Source: an optimization exercise on an open RTL-to-GDS flow (aim: small area, a short achievable clock period and few clock cycles per item). Production flows keep margins and buffers that such runs may drop. Where RTL was checked, it was by simulation tests only, not by an equivalence proof against the original. No activity file was given, so power comes from the tool's default toggle rates.

alpha:
## tablet_adaptive_delta_decoder_unit
module tablet_adaptive_delta_decoder_unit
#(
    parameter int TOOLS     = TOOLS_DEF,
    parameter int SHIFT_MAX = SHIFT_MAX_DEF
) (
    input  logic        clk,
    input  logic        rst_n,
    input  logic        din_valid,
    output logic        din_ready,
    input  logic        din_action,
    input  logic        din_tool,
    input  logic [2:0]  din_channel,
    input  logic [4:0]  din_raw_code,
    input  logic [15:0] din_load_value,
    input  logic [3:0]  din_load_shift,
    output logic        dout_valid,
    input  logic        dout_ready,
    output logic [15:0] dout_value,
    output logic [3:0]  dout_step_out,
    output logic        dout_held,
    input  logic        psel,
    input  logic        penable,
    input  logic        pwrite,
    input  logic [2:0]  paddr,
    input  logic [31:0] pwdata,
    output logic [31:0] prdata,
    output logic        pready
);
    logic [15:0] max_x_reg, max_y_reg;
    logic        cfg_wr;
    assign pready = 1'b1;
    assign cfg_wr = psel && penable && pwrite;
    assign prdata = {16'd0, (paddr[2] == REG_MAX_Y) ? max_y_reg : max_x_reg};
    always_ff @(posedge clk or negedge rst_n)
    begin
        if (!rst_n)
        begin
            max_x_reg <= 16'hffff;
            max_y_reg <= 16'hffff;
        end
        else if (cfg_wr)
        begin
            if (paddr[2] == REG_MAX_X)
                max_x_reg <= pwdata[15:0];
            else
                max_y_reg <= pwdata[15:0];
        end
    end
    logic s1_valid_reg, out_valid_reg, clr1_reg, clr2_reg;
    logic out_free, s1_adv, in_ready;
    assign out_free  = !out_valid_reg || dout_ready;
    assign s1_adv    = s1_valid_reg && out_free;
    assign in_ready  = !s1_valid_reg || out_free;
    assign din_ready = in_ready && !clr1_reg && !clr2_reg;
    always_ff @(posedge clk or negedge rst_n)
    begin
        if (!rst_n)
        begin
            s1_valid_reg  <= 1'b0;
            out_valid_reg <= 1'b0;
  ...
Settings: LEC_CHECK=0, ABC_AREA=1, ABC_CLOCK_PERIOD_IN_PS=4000, CAP_MARGIN=20, CORE_MARGIN=2, CORE_UTILIZATION=40, CTS_BUF_LIST=sky130_fd_sc_hd__clkbuf_8, CTS_CLUSTER_DIAMETER=60, CTS_CLUSTER_SIZE=16, PLACE_DENSITY=0.75, SLEW_MARGIN=20, TNS_END_PERCENT=10; clock period 10.0 ns.
standard.sh (not shown) runs the stock make flow with config.mk's settings and CLKGATE_MAP_FILE= SYNTH_SCRIPT=/design/flow/synth_recipe.tcl, a recipe that flattens the netlist after the stock synthesis.
==> flow/flow/run.sh <==
#!/bin/bash
# The standard layout, with synthesis leaving adders to abc instead of
# mapping them to the half and full adder cells first, the port buffers
# made of plain buf_2 cells, and timing repair aimed at a setup slack of
# 5.5 ns (the clock period and constraints are unchanged).
export ADDER_MAP_FILE=
export BUFFER_PORTS_ARGS="-buffer_cell sky130_fd_sc_hd__buf_2"
export SETUP_SLACK_MARGIN=5.5
bash standard.sh > standard.log 2>&1
Input-level comparison between beta and alpha:
diff --git a/flow/design.v b/flow/design.v
--- a/flow/design.v
+++ b/flow/design.v
@@ -174,21 +174,21 @@
     input  logic        hold0,
     input  logic [15:0] max_x,
     input  logic [15:0] max_y,
     output logic [15:0] raw_n,
     output logic [3:0]  shift_n,
     output logic        hold_n,
     output logic [15:0] value
 );
     logic        is_loc, is_tilt, is_press, is_rot;
     logic [5:0]  sh_sum;
-    logic [15:0] hi, nh, dm;
+    logic [15:0] hi, nh;
     logic [15:0] r;
     logic        rc;
     logic [15:0] cs_s, cs_c;
     logic        tc;
     logic        gt, lo_c, hi_c, hold_d, pin;
     logic [15:0] clamped;
     logic [15:0] avg_nc, avg_hi;
     logic        avg_hi_c;
     logic [15:0] avg;
     assign is_loc   = (channel[2:1] == 2'b00);
@@ -210,42 +210,41 @@
         if (is_loc)
             hi = channel[0] ? max_y : max_x;
         else if (is_tilt)
             hi = TILT_MAX;
         else if (is_rot)
             hi = ROT_MAX;
         else
             hi = PRESS_MAX;
     end
     assign nh = ~hi;
-    assign dm = opnd ^ {16{neg}};
-    tadd_add #(.W(16)) u_r (.a(raw0), .b(dm), .cin(neg), .sum(r), .cout(rc));
-    assign cs_s = raw0 ^ dm ^ nh;
-    assign cs_c = (raw0 & dm) | (raw0 & nh) | (dm & nh);
+    tadd_add #(.W(16)) u_r (.a(raw0), .b(opnd), .cin(neg), .sum(r), .cout(rc));
+    assign cs_s = raw0 ^ opnd ^ nh;
+    assign cs_c = (raw0 & opnd) | (raw0 & nh) | (opnd & nh);
     tadd_carry #(.W(16)) u_t (.a(cs_s), .b({cs_c[14:0], neg}), .cin(1'b0), .cout(tc));
     assign gt = tc ^ cs_c[15] ^ rc;
     assign lo_c = !is_rot && neg && (ovf || !rc);
     assign hi_c = gt || (!is_rot && !neg && (ovf || rc));
     assign hold_d = is_press ? (hold0 ? neg : hcode) : hold0;
     assign pin    = is_press && hold_d;
     always_comb
     begin
         if (pin)
             clamped = HOLD_VAL;
         else if (lo_c)
             clamped = 16'd0;
         else if (hi_c)
             clamped = hi;
         else
             clamped = r;
     end
-    tadd_add #(.W(16)) u_avg_nc (.a(raw0), .b({neg, dm[15:1]}), .cin(neg && dm[0]),
+    tadd_add #(.W(16)) u_avg_nc (.a(raw0), .b({neg, opnd[15:1]}), .cin(neg && opnd[0]),
                                  .sum(avg_nc), .cout());
     tadd_add #(.W(16)) u_avg_hi (.a(raw0), .b(hi), .cin(1'b0), .sum(avg_hi), .cout(avg_hi_c));
     always_comb
     begin
         if (lo_c)
             avg = {1'b0, raw0[15:1]};
         else if (hi_c)
             avg = {avg_hi_c, avg_hi[15:1]};
         else
             avg = avg_nc;
@@ -354,23 +353,22 @@
     logic        s1_neg_reg, s1_ovf_reg, s1_hcode_reg;
     logic [3:0]  s1_f_reg;          
     logic [2:0]  s1_chg_reg;        
     logic [DEPTH-1:0] s1_sel_reg;   
     logic [DEPTH-1:0] in_sel, we;
     logic        in_unused, in_zero, in_load, s1_same;
     logic [3:0]  in_sh0, shift_n;
     logic [3:0]  in_mag;
     logic        in_big, in_neg, in_hcode, in_ovf;
     logic [2:0]  in_chg;
-    logic [15:0] in_sh_hot;
-    logic [3:0]  in_magx;
-    logic [15:0] in_delta;
+    logic [6:0]  in_base;
+    logic [21:0] in_delta;
     assign in_sel    = entry_sel(din_tool, din_channel);
     assign in_unused = (din_channel == CH_UNUSED);
     assign in_zero   = in_unused || clr1_reg;
     assign in_load   = (din_action == ACT_LOAD) || in_zero;
     assign s1_same   = s1_valid_reg && |(s1_sel_reg & in_sel);
     assign we        = clr2_reg ? '1 : s1_adv ? s1_sel_reg : '0;
     always_comb
     begin
         in_sh0 = 4'd0;
         for (int e = 0; e < DEPTH; e++)
@@ -381,45 +379,23 @@
     end
     tadd_code u_code (
         .channel (din_channel),
         .code    (din_raw_code),
         .mag     (in_mag),
         .big     (in_big),
         .neg     (in_neg),
         .hcode   (in_hcode),
         .chg     (in_chg)
     );
-    assign in_magx = in_big ? 4'd0 : in_mag;
-    always_comb
-    begin
-        for (int k = 0; k < 16; k++)
-            in_sh_hot[k] = (in_sh0 == 4'(k));
-        for (int i = 0; i < 16; i++)
-        begin
-            in_delta[i] = 1'b0;
-            for (int j = 0; j < 4; j++)
-                if (i >= j)
-                    in_delta[i] = in_delta[i] | (in_magx[j] && in_sh_hot[i-j]);
-            if (i >= 6)
-                in_delta[i] = in_delta[i] | (in_big && in_sh_hot[i-6]);
-        end
-        in_ovf = 1'b0;
-        for (int k = 0; k < 16; k++)
-        begin
-            for (int j = 0; j < 4; j++)
-                if (k + j >= 16)
-                    in_ovf = in_ovf | (in_magx[j] && in_sh_hot[k]);
-            if (k + 6 >= 16)
-                in_ovf = in_ovf | (in_big && in_sh_hot[k]);
-        end
-        in_ovf = in_ovf && (din_channel != CH_ROT);
-    end
+    assign in_base  = in_big ? PRESS_BIG : {3'b000, in_mag};
+    assign in_delta = 22'(in_base) << in_sh0;
+    assign in_ovf   = |in_delta[21:16] && (din_channel != CH_ROT);
     always_ff @(posedge clk)
     begin
         if (in_ready)
         begin
             s1_action_reg  <= in_load;
             s1_channel_reg <= din_channel;
             s1_sel_reg     <= clr1_reg ? '0 : in_sel;
             s1_neg_reg     <= in_neg;
             s1_ovf_reg     <= in_ovf;
             s1_hcode_reg   <= in_hcode;
@@ -430,21 +406,21 @@
                 s1_chg_reg  <= 3'd0;
             end
             else if (din_action == ACT_LOAD)
             begin
                 s1_opnd_reg <= din_load_value;
                 s1_f_reg    <= din_load_shift;
                 s1_chg_reg  <= 3'd0;
             end
             else
             begin
-                s1_opnd_reg <= in_delta;
+                s1_opnd_reg <= in_delta[15:0] ^ {16{in_neg}};
                 s1_f_reg    <= in_sh0;
                 s1_chg_reg  <= in_chg;
             end
         end
     end
     logic [15:0] raw0, raw_n, value;
     logic        hold0, hold_n;
     always_comb
     begin
         raw0  = 16'd0;
==> comparison <==
Side by side, final wirelength turned out lower in beta than in alpha.
Average instance area after synthesis (beta vs. alpha) decreases slightly
beta vs alpha, maximum frequency went down by 0.39%.
Relative to alpha, number of buffers inserted by post-CTS setup repair increased by 9 in beta.
Of the two values seen for highest layer used for signal routing, met5 was produced by beta and met4 by alpha.
Diff alpha and beta: source-to-sink clock delay at the later pin of the worst-skew pair lower in beta
beta vs. alpha: clock skew after layout held steady, share of the clock period used by the worst path increased 0.18 points, utilization +0.49 points, number of buffer and inverter stages on the critical path decreased 2.
Delta (beta minus alpha): clock share of power saw an increase, number of ordinary inverters in the final layout down 6.
Relative to alpha, sequential share of layout area has increased by 0.77 points in beta.
beta vs alpha, group drawing the most power: registers vs combinational cells
Compared with alpha, beta shows post-synthesis cell count lower by 2.2%.
Layout net count in beta is about 1.5% below alpha.
Testbench counts of beta, summed over its fixed seeds: cycles 24,016, items 24,000.
No functional check of the RTL was part of alpha.


tablet_adaptive_delta_decoder_unit, a different RTL version from the one above (not shown whole).
Size in the first run: about 390 flip-flops, about 20000 um^2 of cells after synthesis.
==> module tablet_adaptive_delta_decoder_unit, before the edit <==
module tablet_adaptive_delta_decoder_unit
#(
    parameter int TOOLS     = TOOLS_DEF,
    parameter int SHIFT_MAX = SHIFT_MAX_DEF
) (
    input  logic        clk,
    input  logic        rst_n,
    input  logic        din_valid,
    output logic        din_ready,
    input  logic        din_action,
    input  logic        din_tool,
    input  logic [2:0]  din_channel,
    input  logic [4:0]  din_raw_code,
    input  logic [15:0] din_load_value,
    input  logic [3:0]  din_load_shift,
    output logic        dout_valid,
    input  logic        dout_ready,
    output logic [15:0] dout_value,
    output logic [3:0]  dout_step_out,
    output logic        dout_held,
    input  logic        psel,
    input  logic        penable,
    input  logic        pwrite,
    input  logic [2:0]  paddr,
    input  logic [31:0] pwdata,
    output logic [31:0] prdata,
    output logic        pready
);
    logic [15:0] max_x_reg, max_y_reg;
    logic        cfg_wr;
    assign pready = 1'b1;
    assign cfg_wr = psel && penable && pwrite;
    assign prdata = {16'd0, (paddr[2] == REG_MAX_Y) ? max_y_reg : max_x_reg};
    always_ff @(posedge clk or negedge rst_n)
    begin
        if (!rst_n)
        begin
            max_x_reg <= 16'hffff;
            max_y_reg <= 16'hffff;
        end
        else if (cfg_wr)
        begin
            if (paddr[2] == REG_MAX_X)
                max_x_reg <= pwdata[15:0];
            else
                max_y_reg <= pwdata[15:0];
        end
    end
    logic s1_valid_reg, out_valid_reg, clr1_reg, clr2_reg;
    logic out_free, s1_adv, in_ready;
    assign out_free  = !out_valid_reg || dout_ready;
    assign s1_adv    = s1_valid_reg && out_free;
    assign in_ready  = !s1_valid_reg || out_free;
    assign din_ready = in_ready && !clr1_reg && !clr2_reg;
    always_ff @(posedge clk or negedge rst_n)
    begin
        if (!rst_n)
        begin
            s1_valid_reg  <= 1'b0;
            out_valid_reg <= 1'b0;
            clr1_reg      <= 1'b1;
            clr2_reg      <= 1'b1;
        end
        else
        begin
            clr1_reg <= 1'b0;
            clr2_reg <= clr1_reg;
            if (din_ready)
                s1_valid_reg <= din_valid;
            if (out_free)
                out_valid_reg <= s1_valid_reg;
        end
    end
    localparam int DEPTH = 14;
    logic [15:0] raw_mem   [DEPTH];
    logic [3:0]  shift_mem [DEPTH];
    logic [DEPTH-1:0] hold_mem;
    function automatic logic [DEPTH-1:0] entry_sel(input logic tool, input logic [2:0] ch);
        for (int e = 0; e < DEPTH; e++)
            entry_sel[e] = (tool == (e >= 7)) && (ch == 3'(e % 7));
    endfunction
    logic        s1_action_reg;
    logic [2:0]  s1_channel_reg;
    logic [15:0] s1_opnd_reg;       
    logic        s1_neg_reg, s1_ovf_reg, s1_hcode_reg;
    logic [3:0]  s1_f_reg;          
    logic [2:0]  s1_chg_reg;        
    logic [DEPTH-1:0] s1_sel_reg;   
    logic [DEPTH-1:0] in_sel, we;
    logic        in_unused, in_zero, in_load, s1_same;
    logic [3:0]  in_sh0, shift_n;
    logic [3:0]  in_mag;
    logic        in_big, in_neg, in_hcode, in_ovf;
    logic [2:0]  in_chg;
    logic [6:0]  in_base;
    logic [21:0] in_delta;
    assign in_sel    = entry_sel(din_tool, din_channel);
    assign in_unused = (din_channel == CH_UNUSED);
    assign in_zero   = in_unused || clr1_reg;
    assign in_load   = (din_action == ACT_LOAD) || in_zero;
    assign s1_same   = s1_valid_reg && |(s1_sel_reg & in_sel);
    assign we        = clr2_reg ? '1 : s1_adv ? s1_sel_reg : '0;
    always_comb
    begin
        in_sh0 = 4'd0;
        for (int e = 0; e < DEPTH; e++)
            if (in_sel[e])
                in_sh0 = in_sh0 | shift_mem[e];
        if (s1_same)
            in_sh0 = shift_n;
    end
    tadd_code u_code (
        .channel (din_channel),
        .code    (din_raw_code),
        .mag     (in_mag),
        .big     (in_big),
        .neg     (in_neg),
        .hcode   (in_hcode),
        .chg     (in_chg)
    );
    assign in_base  = in_big ? PRESS_BIG : {3'b000, in_mag};
    assign in_delta = 22'(in_base) << in_sh0;
    assign in_ovf   = |in_delta[21:16] && (din_channel != CH_ROT);
    always_ff @(posedge clk)
    begin
        if (in_ready)
        begin
            s1_action_reg  <= in_load;
            s1_channel_reg <= din_channel;
            s1_sel_reg     <= clr1_reg ? '0 : in_sel;
            s1_neg_reg     <= in_neg;
            s1_ovf_reg     <= in_ovf;
            s1_hcode_reg   <= in_hcode;
            if (in_zero)
            begin
                s1_opnd_reg <= 16'd0;
                s1_f_reg    <= 4'd0;
                s1_chg_reg  <= 3'd0;
            end
            else if (din_action == ACT_LOAD)
            begin
                s1_opnd_reg <= din_load_value;
                s1_f_reg    <= din_load_shift;
                s1_chg_reg  <= 3'd0;
            end
            else
            begin
                s1_opnd_reg <= in_delta[15:0];
                s1_f_reg    <= in_sh0;
                s1_chg_reg  <= in_chg;
            end
        end
    end
    logic [15:0] raw0, raw_n, value;
    logic        hold0, hold_n;
    always_comb
    begin
        raw0  = 16'd0;
        hold0 = 1'b0;
        for (int e = 0; e < DEPTH; e++)
            if (s1_sel_reg[e])
            begin
                raw0 = raw0 | raw_mem[e];
                if (e % 7 == 4 || e % 7 == 5)
                    hold0 = hold0 | hold_mem[e];
            end
    end
    tadd_update u_update (
        .action     (s1_action_reg),
        .channel    (s1_channel_reg),
        .opnd       (s1_opnd_reg),
        .neg        (s1_neg_reg),
        .ovf        (s1_ovf_reg),
        .hcode      (s1_hcode_reg),
        .f          (s1_f_reg),
        .chg        (s1_chg_reg),
        .raw0       (raw0),
        .hold0      (hold0),
        .max_x      (max_x_reg),
        .max_y      (max_y_reg),
        .raw_n      (raw_n),
        .shift_n    (shift_n),
        .hold_n     (hold_n),
        .value      (value)
    );
    always_ff @(posedge clk)
    begin
        for (int e = 0; e < DEPTH; e++)
            if (we[e])
            begin
                raw_mem[e]   <= raw_n;
                shift_mem[e] <= shift_n;
                if (e % 7 == 4 || e % 7 == 5)
                    hold_mem[e] <= hold_n;
            end
    end
    tadd_pkg::result_t out_reg;
    always_ff @(posedge clk)
    begin
        if (s1_adv)
            out_reg <= {value, shift_n, hold_n};
    end
    assign dout_valid    = out_valid_reg;
    assign dout_value    = out_reg.value;
    assign dout_step_out = out_reg.step_out;
    assign dout_held     = out_reg.held;
endmodule
Settings: LEC_CHECK=0, ABC_AREA=1, ABC_CLOCK_PERIOD_IN_PS=4000, CAP_MARGIN=20, CORE_MARGIN=2, CORE_UTILIZATION=40, CTS_BUF_LIST=sky130_fd_sc_hd__clkbuf_8, CTS_CLUSTER_DIAMETER=60, CTS_CLUSTER_SIZE=16, PLACE_DENSITY=0.75, SLEW_MARGIN=20, TNS_END_PERCENT=10; clock period 10.0 ns.
Scripts as last shown in full above: flow/flow/run.sh
Testbench counts at the start, summed over its fixed seeds: cycles 24,016, items 24,000.
Rerun with:
--- a/flow/design.v
+++ b/flow/design.v
@@ -350,6 +350,6 @@
     logic [3:0]  s1_f_reg;          
     logic [2:0]  s1_chg_reg;        
-    logic [DEPTH-1:0] s1_sel_reg;   
-    logic [DEPTH-1:0] in_sel, we;
+    logic        s1_tool_reg;
+    logic [DEPTH-1:0] in_sel, s1_sel, we;
     logic        in_unused, in_zero, in_load, s1_same;
     logic [3:0]  in_sh0, shift_n;
@@ -363,6 +363,7 @@
     assign in_zero   = in_unused || clr1_reg;
     assign in_load   = (din_action == ACT_LOAD) || in_zero;
-    assign s1_same   = s1_valid_reg && |(s1_sel_reg & in_sel);
-    assign we        = clr2_reg ? '1 : s1_adv ? s1_sel_reg : '0;
+    assign s1_sel    = entry_sel(s1_tool_reg, s1_channel_reg);
+    assign s1_same   = s1_valid_reg && |(s1_sel & in_sel);
+    assign we        = clr2_reg ? '1 : s1_adv ? s1_sel : '0;
     always_comb
     begin
@@ -391,6 +392,6 @@
         begin
             s1_action_reg  <= in_load;
-            s1_channel_reg <= din_channel;
-            s1_sel_reg     <= clr1_reg ? '0 : in_sel;
+            s1_tool_reg    <= din_tool;
+            s1_channel_reg <= clr1_reg ? CH_UNUSED : din_channel;
             s1_neg_reg     <= in_neg;
             s1_ovf_reg     <= in_ovf;
@@ -423,5 +424,5 @@
         hold0 = 1'b0;
         for (int e = 0; e < DEPTH; e++)
-            if (s1_sel_reg[e])
+            if (s1_sel[e])
             begin
                 raw0 = raw0 | raw_mem[e];
What happened:
- setup slack stays flat
- final cell count grows by 1.1%
- hold slack loses 120 ps
- global-route usage grows by 0.64 points
- area after synthesis shrinks by 0.78%
- maximum frequency barely changes
- synthesized cell count grows by 1.5%
- wire length grows by 4.3%
- total power shrinks by 17%
- design area grows by 5.6%
- combinational power shrinks by 29%
- sequential cell count shrinks by 13
- core utilization grows by 3.3 points
The RTL of the second run of this note was laid out without a check of its function.

==> what the ideal ports hide <==
The results above use ideal ports. As a check the final layouts listed here were re-extracted and re-timed, cells and wires unchanged.
Step 1 (the two cells are an assumption about what drives the block):
set clk [get_ports {clk}]
set_driving_cell -lib_cell sky130_fd_sc_hd__clkbuf_16 $clk
set_driving_cell -lib_cell sky130_fd_sc_hd__buf_2 [delete_from_list [all_inputs] $clk]
Step 2 also shifts input and output timing later by t, the mid clock arrival at the registers, as if the neighbouring blocks saw the same clock.
Slacks: ideal / step 1 / step 2; pairs: ideal / step 1.
run	t (ns)	setup WS [ns]	latest minus earliest clock arrival (ns)	worst slew at a driven data input, ns
alpha	0.699	5.381 / 5.354 / 4.747	0.042 / 0.041	0.06
beta	0.657	5.363 / 5.291 / 4.809	0.042 / 0.041	0.10
the first run of note 2	0.716	5.432 / 5.281 / 4.800	0.064 / 0.064	0.18
the second run of note 2	0.697	5.434 / 5.388 / 4.852	0.028 / 0.028	0.07
After both steps setup and hold are still met in every run listed. For alpha, which loses most, drivers alone change the setup slack by -0.027 ns; drivers and shift together by -0.634 ns.
